Context: an optimization exercise on an open-source flow, tuned for small area and a short achievable clock period. The choices shown serve that exercise and are no tape-out recipe. At most, simulation tests tie the RTL to the original design; equivalence was not proved.

==> inputs of ember <==
==> flow/design.v (excerpt) <==
module imu_fp (
  input  logic        clk,
  input  logic        rst,
  input  logic [31:0] value,
  input  logic [31:0] row,
  output logic [31:0] data
);
  logic [23:0] xb, yb;
  logic [11:0] one, two, neg;
  logic [24:0] pp0;
  logic [24:0] pp1;
  logic [24:0] pp2;
  logic [24:0] pp3;
  logic [24:0] pp4;
  logic [24:0] pp5;
  logic [24:0] pp6;
  logic [24:0] pp7;
  logic [24:0] pp8;
  logic [24:0] pp9;
  logic [24:0] pp10;
  logic [24:0] pp11;
  logic [23:0] pp12;
  logic [47:0] ta, tb;
  logic [24:0] hx;
  logic [23:0] hy, ux, uy, ug, upp, uq, ur;
  logic [22:0] lg, lp;
  logic [21:0] lo_or;
  logic        cin22, mz;
  logic        p23, g22, p22, cq, cr, q23, tie_q, tie_r, hi;
  logic s1;
  logic c2;
  logic s3;
  logic c4;
  logic s5;
  logic c6;
  logic s7;
  logic c8;
  logic s9;
  logic c10;
  logic s11;
  logic c12;
  logic s13;
  logic c14;
  logic s15;
  logic c16;
  logic s17;
  logic c18;
  logic s19;
  logic c20;
  logic s21;
  logic c22;
  logic s23;
  logic c24;
  logic s25;
  logic c26;
  logic s27;
  logic c28;
  logic s29;
  logic c30;
  logic s31;
  logic c32;
  logic s33;
  logic c34;
  logic s35;
  logic c36;
  logic s37;
  logic c38;
  logic s39;
  logic c40;
  logic s41;
  logic c42;
  logic s43;
  logic c44;
  logic s45;
  logic c46;
  logic s47;
  logic c48;
  logic s49;
  logic c50;
  logic s51;
  logic c52;
  logic s53;
  logic c54;
  logic s55;
  logic c56;
  logic s57;
  logic c58;
  logic s59;
  logic s60;
  logic c61;
  logic s62;
  logic c63;
  logic s64;
  logic c65;
  logic s66;
  logic c67;
  logic s68;
  logic c69;
  logic s70;
  logic c71;
  logic s72;
  logic c73;
  logic s74;
  logic c75;
  logic s76;
  logic c77;
  logic s78;
  logic c79;
  logic s80;
  logic c81;
  logic s82;
  logic c83;
  logic s84;
  logic c85;
  logic s86;
  logic c87;
  logic s88;
  logic c89;
  logic s90;
  logic c91;
  logic s92;
  logic c93;
  logic s94;
  logic c95;
  logic s96;
  logic c97;
  logic s98;
  logic c99;
  logic s100;
  logic c101;
  logic s102;
  logic c103;
  logic s104;
  logic c105;
  logic s106;
  logic c107;
  logic s108;
  logic c109;
  logic s110;
  ...
clock: 13.0 ns
lec_check: 0
abc_area: 1
cap_margin: 20
core_margin: 2
core_utilization: 75
place_density: 0.8
setup_slack_margin: 4
slew_margin: 20
synth_hierarchical: 1
standard.sh (not shown) runs the stock make flow with config.mk's settings and CLKGATE_MAP_FILE= SYNTH_SCRIPT=/design/flow/synth_recipe.tcl, a recipe that flattens the netlist after the stock synthesis.
==> flow/flow/run.sh <==
#!/bin/bash
# The standard layout (the standard.sh, unchanged), with the port
# buffers that global placement inserts made plain buffers (buf_2) instead of
# the library's default pick, a delay cell.
set -euo pipefail
export BUFFER_PORTS_ARGS="-buffer_cell sky130_fd_sc_hd__buf_2"
bash standard.sh finish > standard_flow.log 2>&1
==> garnet (differences from ember) <==
--- a/flow/design.v
+++ b/flow/design.v
@@ -18,19 +18,18 @@
   logic [24:0] pp8;
   logic [24:0] pp9;
   logic [24:0] pp10;
   logic [24:0] pp11;
   logic [23:0] pp12;
   logic [47:0] ta, tb;
   logic [24:0] hx;
-  logic [23:0] hy, ux, uy, ug, upp, uq, ur;
+  logic [23:0] hy, ux, uy, ug, upp, u0, u1;
   logic [22:0] lg, lp;
   logic [21:0] lo_or;
   logic        cin22, mz;
-  logic        p23, g22, p22, cq, cr, q23, tie_q, tie_r, hi;
   logic s1;
   logic c2;
   logic s3;
   logic c4;
   logic s5;
   logic c6;
   logic s7;
@@ -1774,62 +1773,62 @@
   assign up722 = up690 & up712;
   assign ug723 = ug691 | (up692 & ug711);
   assign up724 = up692 & up712;
   assign ug725 = ug693 | (up694 & ug711);
   assign up726 = up694 & up712;
   assign ug727 = ug695 | (up696 & ug711);
   assign up728 = up696 & up712;
-  assign uq[0] = upp[0] ^ cq;
-  assign ur[0] = upp[0] ^ cr;
-  assign uq[1] = upp[1] ^ (ug[0] | (upp[0] & cq));
-  assign ur[1] = upp[1] ^ (ug[0] | (upp[0] & cr));
-  assign uq[2] = upp[2] ^ (ug625 | (up626 & cq));
-  assign ur[2] = upp[2] ^ (ug625 | (up626 & cr));
-  assign uq[3] = upp[3] ^ (ug649 | (up650 & cq));
-  assign ur[3] = upp[3] ^ (ug649 | (up650 & cr));
-  assign uq[4] = upp[4] ^ (ug651 | (up652 & cq));
-  assign ur[4] = upp[4] ^ (ug651 | (up652 & cr));
-  assign uq[5] = upp[5] ^ (ug673 | (up674 & cq));
-  assign ur[5] = upp[5] ^ (ug673 | (up674 & cr));
-  assign uq[6] = upp[6] ^ (ug675 | (up676 & cq));
-  assign ur[6] = upp[6] ^ (ug675 | (up676 & cr));
-  assign uq[7] = upp[7] ^ (ug677 | (up678 & cq));
-  assign ur[7] = upp[7] ^ (ug677 | (up678 & cr));
-  assign uq[8] = upp[8] ^ (ug679 | (up680 & cq));
-  assign ur[8] = upp[8] ^ (ug679 | (up680 & cr));
-  assign uq[9] = upp[9] ^ (ug697 | (up698 & cq));
-  assign ur[9] = upp[9] ^ (ug697 | (up698 & cr));
-  assign uq[10] = upp[10] ^ (ug699 | (up700 & cq));
-  assign ur[10] = upp[10] ^ (ug699 | (up700 & cr));
-  assign uq[11] = upp[11] ^ (ug701 | (up702 & cq));
-  assign ur[11] = upp[11] ^ (ug701 | (up702 & cr));
-  assign uq[12] = upp[12] ^ (ug703 | (up704 & cq));
-  assign ur[12] = upp[12] ^ (ug703 | (up704 & cr));
-  assign uq[13] = upp[13] ^ (ug705 | (up706 & cq));
-  assign ur[13] = upp[13] ^ (ug705 | (up706 & cr));
-  assign uq[14] = upp[14] ^ (ug707 | (up708 & cq));
-  assign ur[14] = upp[14] ^ (ug707 | (up708 & cr));
-  assign uq[15] = upp[15] ^ (ug709 | (up710 & cq));
-  assign ur[15] = upp[15] ^ (ug709 | (up710 & cr));
-  assign uq[16] = upp[16] ^ (ug711 | (up712 & cq));
-  assign ur[16] = upp[16] ^ (ug711 | (up712 & cr));
-  assign uq[17] = upp[17] ^ (ug713 | (up714 & cq));
-  assign ur[17] = upp[17] ^ (ug713 | (up714 & cr));
-  assign uq[18] = upp[18] ^ (ug715 | (up716 & cq));
-  assign ur[18] = upp[18] ^ (ug715 | (up716 & cr));
-  assign uq[19] = upp[19] ^ (ug717 | (up718 & cq));
-  assign ur[19] = upp[19] ^ (ug717 | (up718 & cr));
-  assign uq[20] = upp[20] ^ (ug719 | (up720 & cq));
-  assign ur[20] = upp[20] ^ (ug719 | (up720 & cr));
-  assign uq[21] = upp[21] ^ (ug721 | (up722 & cq));
-  assign ur[21] = upp[21] ^ (ug721 | (up722 & cr));
-  assign uq[22] = upp[22] ^ (ug723 | (up724 & cq));
-  assign ur[22] = upp[22] ^ (ug723 | (up724 & cr));
-  assign uq[23] = upp[23] ^ (ug725 | (up726 & cq));
-  assign ur[23] = upp[23] ^ (ug725 | (up726 & cr));
+  assign u0[0] = upp[0];
+  assign u1[0] = ~upp[0];
+  assign u0[1] = upp[1] ^ ug[0];
+  assign u1[1] = upp[1] ^ (ug[0] | upp[0]);
+  assign u0[2] = upp[2] ^ ug625;
+  assign u1[2] = upp[2] ^ (ug625 | up626);
+  assign u0[3] = upp[3] ^ ug649;
+  assign u1[3] = upp[3] ^ (ug649 | up650);
+  assign u0[4] = upp[4] ^ ug651;
+  assign u1[4] = upp[4] ^ (ug651 | up652);
+  assign u0[5] = upp[5] ^ ug673;
+  assign u1[5] = upp[5] ^ (ug673 | up674);
+  assign u0[6] = upp[6] ^ ug675;
+  assign u1[6] = upp[6] ^ (ug675 | up676);
+  assign u0[7] = upp[7] ^ ug677;
+  assign u1[7] = upp[7] ^ (ug677 | up678);
+  assign u0[8] = upp[8] ^ ug679;
+  assign u1[8] = upp[8] ^ (ug679 | up680);
+  assign u0[9] = upp[9] ^ ug697;
+  assign u1[9] = upp[9] ^ (ug697 | up698);
+  assign u0[10] = upp[10] ^ ug699;
+  assign u1[10] = upp[10] ^ (ug699 | up700);
+  assign u0[11] = upp[11] ^ ug701;
+  assign u1[11] = upp[11] ^ (ug701 | up702);
+  assign u0[12] = upp[12] ^ ug703;
+  assign u1[12] = upp[12] ^ (ug703 | up704);
+  assign u0[13] = upp[13] ^ ug705;
+  assign u1[13] = upp[13] ^ (ug705 | up706);
+  assign u0[14] = upp[14] ^ ug707;
+  assign u1[14] = upp[14] ^ (ug707 | up708);
+  assign u0[15] = upp[15] ^ ug709;
+  assign u1[15] = upp[15] ^ (ug709 | up710);
+  assign u0[16] = upp[16] ^ ug711;
+  assign u1[16] = upp[16] ^ (ug711 | up712);
+  assign u0[17] = upp[17] ^ ug713;
+  assign u1[17] = upp[17] ^ (ug713 | up714);
+  assign u0[18] = upp[18] ^ ug715;
+  assign u1[18] = upp[18] ^ (ug715 | up716);
+  assign u0[19] = upp[19] ^ ug717;
+  assign u1[19] = upp[19] ^ (ug717 | up718);
+  assign u0[20] = upp[20] ^ ug719;
+  assign u1[20] = upp[20] ^ (ug719 | up720);
+  assign u0[21] = upp[21] ^ ug721;
+  assign u1[21] = upp[21] ^ (ug721 | up722);
+  assign u0[22] = upp[22] ^ ug723;
+  assign u1[22] = upp[22] ^ (ug723 | up724);
+  assign u0[23] = upp[23] ^ ug725;
+  assign u1[23] = upp[23] ^ (ug725 | up726);
   imu_ha u_l0 (.a(ta[0]), .b(tb[0]), .s(lp[0]), .co(lg[0]));
   imu_ha u_l1 (.a(ta[1]), .b(tb[1]), .s(lp[1]), .co(lg[1]));
   imu_ha u_l2 (.a(ta[2]), .b(tb[2]), .s(lp[2]), .co(lg[2]));
   imu_ha u_l3 (.a(ta[3]), .b(tb[3]), .s(lp[3]), .co(lg[3]));
   imu_ha u_l4 (.a(ta[4]), .b(tb[4]), .s(lp[4]), .co(lg[4]));
   imu_ha u_l5 (.a(ta[5]), .b(tb[5]), .s(lp[5]), .co(lg[5]));
   imu_ha u_l6 (.a(ta[6]), .b(tb[6]), .s(lp[6]), .co(lg[6]));
@@ -1938,23 +1937,27 @@
   assign lg815 = lg787 | (lp788 & lg805);
   assign lp816 = lp788 & lp806;
   assign lg817 = lg789 | (lp790 & lg805);
   assign lp818 = lp790 & lp806;
   assign cin22 = lg817;
   assign lo_or = ta[21:0] | tb[21:0];
   assign mz = &(lp[21:0] ~^ {lo_or[20:0], 1'b0});
+  logic       p23, g22, p22, cq, cr, q23, tie_q, tie_r, hi;
+  logic [23:0] uq, ur;
   logic [22:0] frac;
   assign p23   = hx[0];
   assign g22   = lg[22];
   assign p22   = lp[22];
   assign cq    = cin22 ? (p23 | g22) : (p23 & (g22 | p22));
   assign cr    = p23 | g22 | (p22 & cin22);
   assign q23   = p23 ^ g22 ^ (p22 | cin22);
   assign tie_q = (p22 ^ cin22) & mz;
   assign tie_r = ~(p22 ^ cin22) & (p23 ^ (g22 | (p22 & cin22))) & mz;
+  assign uq    = cq ? u1 : u0;
+  assign ur    = cr ? u1 : u0;
   assign hi    = uq[23];
   assign frac  = hi ? {ur[22:1], ur[0] & ~tie_r} : {uq[21:0], q23 & ~tie_q};
   logic        sgn, a_nan, b_nan, a_inf, b_inf, a_zero, b_zero;
   logic        nan, inf_in, zero_in, ovf0, ovf1, unf0, unf1, ovf, unf, norm, big;
   logic [8:0]  es;
   logic [7:0]  e0, e1, ex;
   logic [31:0] data_d, data_q;
==> flow/flow/run.sh (replaced) <==
#!/bin/bash
# The standard layout (the standard.sh, unchanged), with the port
# buffers that global placement inserts made plain buffers (buf_2) instead of
# the library's default pick, a delay cell.
set -euo pipefail
export BUFFER_PORTS_ARGS="-buffer_cell sky130_fd_sc_hd__buf_2"
export RECOVER_POWER=100
bash standard.sh finish > standard_flow.log 2>&1
==> flow/config.mk (replaced) <==
export PLATFORM = sky130hd
export DESIGN_NAME = imu_fp
export DESIGN_NICKNAME = imu_fp
export VERILOG_FILES = /design/flow/design.v
export SDC_FILE = /design/flow/constraint.sdc
export NUM_CORES = 4
export LEC_CHECK = 0
export ABC_AREA = 1
export CAP_MARGIN = 20
export CORE_MARGIN = 2
export CORE_UTILIZATION = 60
export SETUP_SLACK_MARGIN = 4
export SLEW_MARGIN = 20
export SYNTH_HIERARCHICAL = 1
==> xenon (differences from ember) <==
--- a/flow/design.v
+++ b/flow/design.v
@@ -1619,39 +1619,16 @@
   assign tb[44] = s617;
   assign ta[45] = c618;
   assign tb[45] = s619;
   assign ta[46] = c620;
   assign tb[46] = s621;
   assign ta[47] = c622;
   assign tb[47] = s623;
-  imu_ha u_h23 (.a(ta[23]), .b(tb[23]), .s(hx[0]), .co(hy[0]));
-  imu_ha u_h24 (.a(ta[24]), .b(tb[24]), .s(hx[1]), .co(hy[1]));
-  imu_ha u_h25 (.a(ta[25]), .b(tb[25]), .s(hx[2]), .co(hy[2]));
-  imu_ha u_h26 (.a(ta[26]), .b(tb[26]), .s(hx[3]), .co(hy[3]));
-  imu_ha u_h27 (.a(ta[27]), .b(tb[27]), .s(hx[4]), .co(hy[4]));
-  imu_ha u_h28 (.a(ta[28]), .b(tb[28]), .s(hx[5]), .co(hy[5]));
-  imu_ha u_h29 (.a(ta[29]), .b(tb[29]), .s(hx[6]), .co(hy[6]));
-  imu_ha u_h30 (.a(ta[30]), .b(tb[30]), .s(hx[7]), .co(hy[7]));
-  imu_ha u_h31 (.a(ta[31]), .b(tb[31]), .s(hx[8]), .co(hy[8]));
-  imu_ha u_h32 (.a(ta[32]), .b(tb[32]), .s(hx[9]), .co(hy[9]));
-  imu_ha u_h33 (.a(ta[33]), .b(tb[33]), .s(hx[10]), .co(hy[10]));
-  imu_ha u_h34 (.a(ta[34]), .b(tb[34]), .s(hx[11]), .co(hy[11]));
-  imu_ha u_h35 (.a(ta[35]), .b(tb[35]), .s(hx[12]), .co(hy[12]));
-  imu_ha u_h36 (.a(ta[36]), .b(tb[36]), .s(hx[13]), .co(hy[13]));
-  imu_ha u_h37 (.a(ta[37]), .b(tb[37]), .s(hx[14]), .co(hy[14]));
-  imu_ha u_h38 (.a(ta[38]), .b(tb[38]), .s(hx[15]), .co(hy[15]));
-  imu_ha u_h39 (.a(ta[39]), .b(tb[39]), .s(hx[16]), .co(hy[16]));
-  imu_ha u_h40 (.a(ta[40]), .b(tb[40]), .s(hx[17]), .co(hy[17]));
-  imu_ha u_h41 (.a(ta[41]), .b(tb[41]), .s(hx[18]), .co(hy[18]));
-  imu_ha u_h42 (.a(ta[42]), .b(tb[42]), .s(hx[19]), .co(hy[19]));
-  imu_ha u_h43 (.a(ta[43]), .b(tb[43]), .s(hx[20]), .co(hy[20]));
-  imu_ha u_h44 (.a(ta[44]), .b(tb[44]), .s(hx[21]), .co(hy[21]));
-  imu_ha u_h45 (.a(ta[45]), .b(tb[45]), .s(hx[22]), .co(hy[22]));
-  imu_ha u_h46 (.a(ta[46]), .b(tb[46]), .s(hx[23]), .co(hy[23]));
-  assign hx[24] = ta[47] ^ tb[47];
+  assign hx = ta[47:23] ^ tb[47:23];
+  assign hy = ta[46:23] & tb[46:23];
   assign ux = hx[24:1];
   assign uy = hy[23:0];
   imu_ha u_u0 (.a(ux[0]), .b(uy[0]), .s(upp[0]), .co(ug[0]));
   imu_ha u_u1 (.a(ux[1]), .b(uy[1]), .s(upp[1]), .co(ug[1]));
   imu_ha u_u2 (.a(ux[2]), .b(uy[2]), .s(upp[2]), .co(ug[2]));
   imu_ha u_u3 (.a(ux[3]), .b(uy[3]), .s(upp[3]), .co(ug[3]));
   imu_ha u_u4 (.a(ux[4]), .b(uy[4]), .s(upp[4]), .co(ug[4]));
==> flow/config.mk (replaced) <==
export PLATFORM = sky130hd
export DESIGN_NAME = imu_fp
export DESIGN_NICKNAME = imu_fp
export VERILOG_FILES = /design/flow/design.v
export SDC_FILE = /design/flow/constraint.sdc
export NUM_CORES = 4
export LEC_CHECK = 0
export ABC_AREA = 1
export CAP_MARGIN = 20
export CORE_MARGIN = 2
export CORE_UTILIZATION = 60
export CTS_BUF_LIST = sky130_fd_sc_hd__clkbuf_4 sky130_fd_sc_hd__clkbuf_8
export GPL_ROUTABILITY_DRIVEN = 0
export SETUP_SLACK_MARGIN = 4
export SLEW_MARGIN = 20
export SYNTH_HIERARCHICAL = 1
==> comparison <==
garnet finished with capacitance limit, slew limit left. ember went through all stages and came out clean. xenon went through all stages and came out clean.
In ember the count of clock-buffer cells in the layout is lower than in xenon, by 1.
Non-clock buffer count: garnet > ember > xenon.
Against garnet, the synthesized cell count of ember is lower by about 0.9%.
Final cell count: garnet is larger than xenon (about 7%).
Between ember and garnet, the lower worst setup slack is in garnet (gap 1.8 ns).
Flip-flop and latch count is the same in ember and xenon.
The RTL of ember was laid out without a check of its function.

-- re-timing with driven ports --
The flow's constraints put no driver on any port. The routed layouts listed below were extracted and timed again, unchanged, in two steps. Step 1 sets driving cells, clkbuf_16 on the clock port and buf_2 on the other inputs (assumed; they add their load-dependent delay and slew). Step 2 times the ports against the registers' clock, not the clock port: input delays grow and output delays shrink by t, the midpoint of the rising clock arrivals with the driver on. Three values: no drivers, after step 1, after step 2; two values: the first two.
run | t, ns | setup slack, ns | worst hold slack (ns) | slew at the worst register clock pin (ns) | cell pins on the clock port's net
ember | 0.299 | 4.135 / 4.122 / 3.823 | 2.528 / 2.537 / 2.836 | 0.05 / 0.05 | 1
garnet | 0.316 | 2.317 / 2.313 / 1.997 | 2.510 / 2.503 / 2.819 | 0.06 / 0.06 | 1
xenon | 0.328 | 4.198 / 4.175 / 3.848 | 2.483 / 2.477 / 2.805 | 0.08 / 0.08 | 1
For xenon, which loses most, drivers alone change the setup slack by -0.023 ns; drivers and shift together by -0.350 ns.
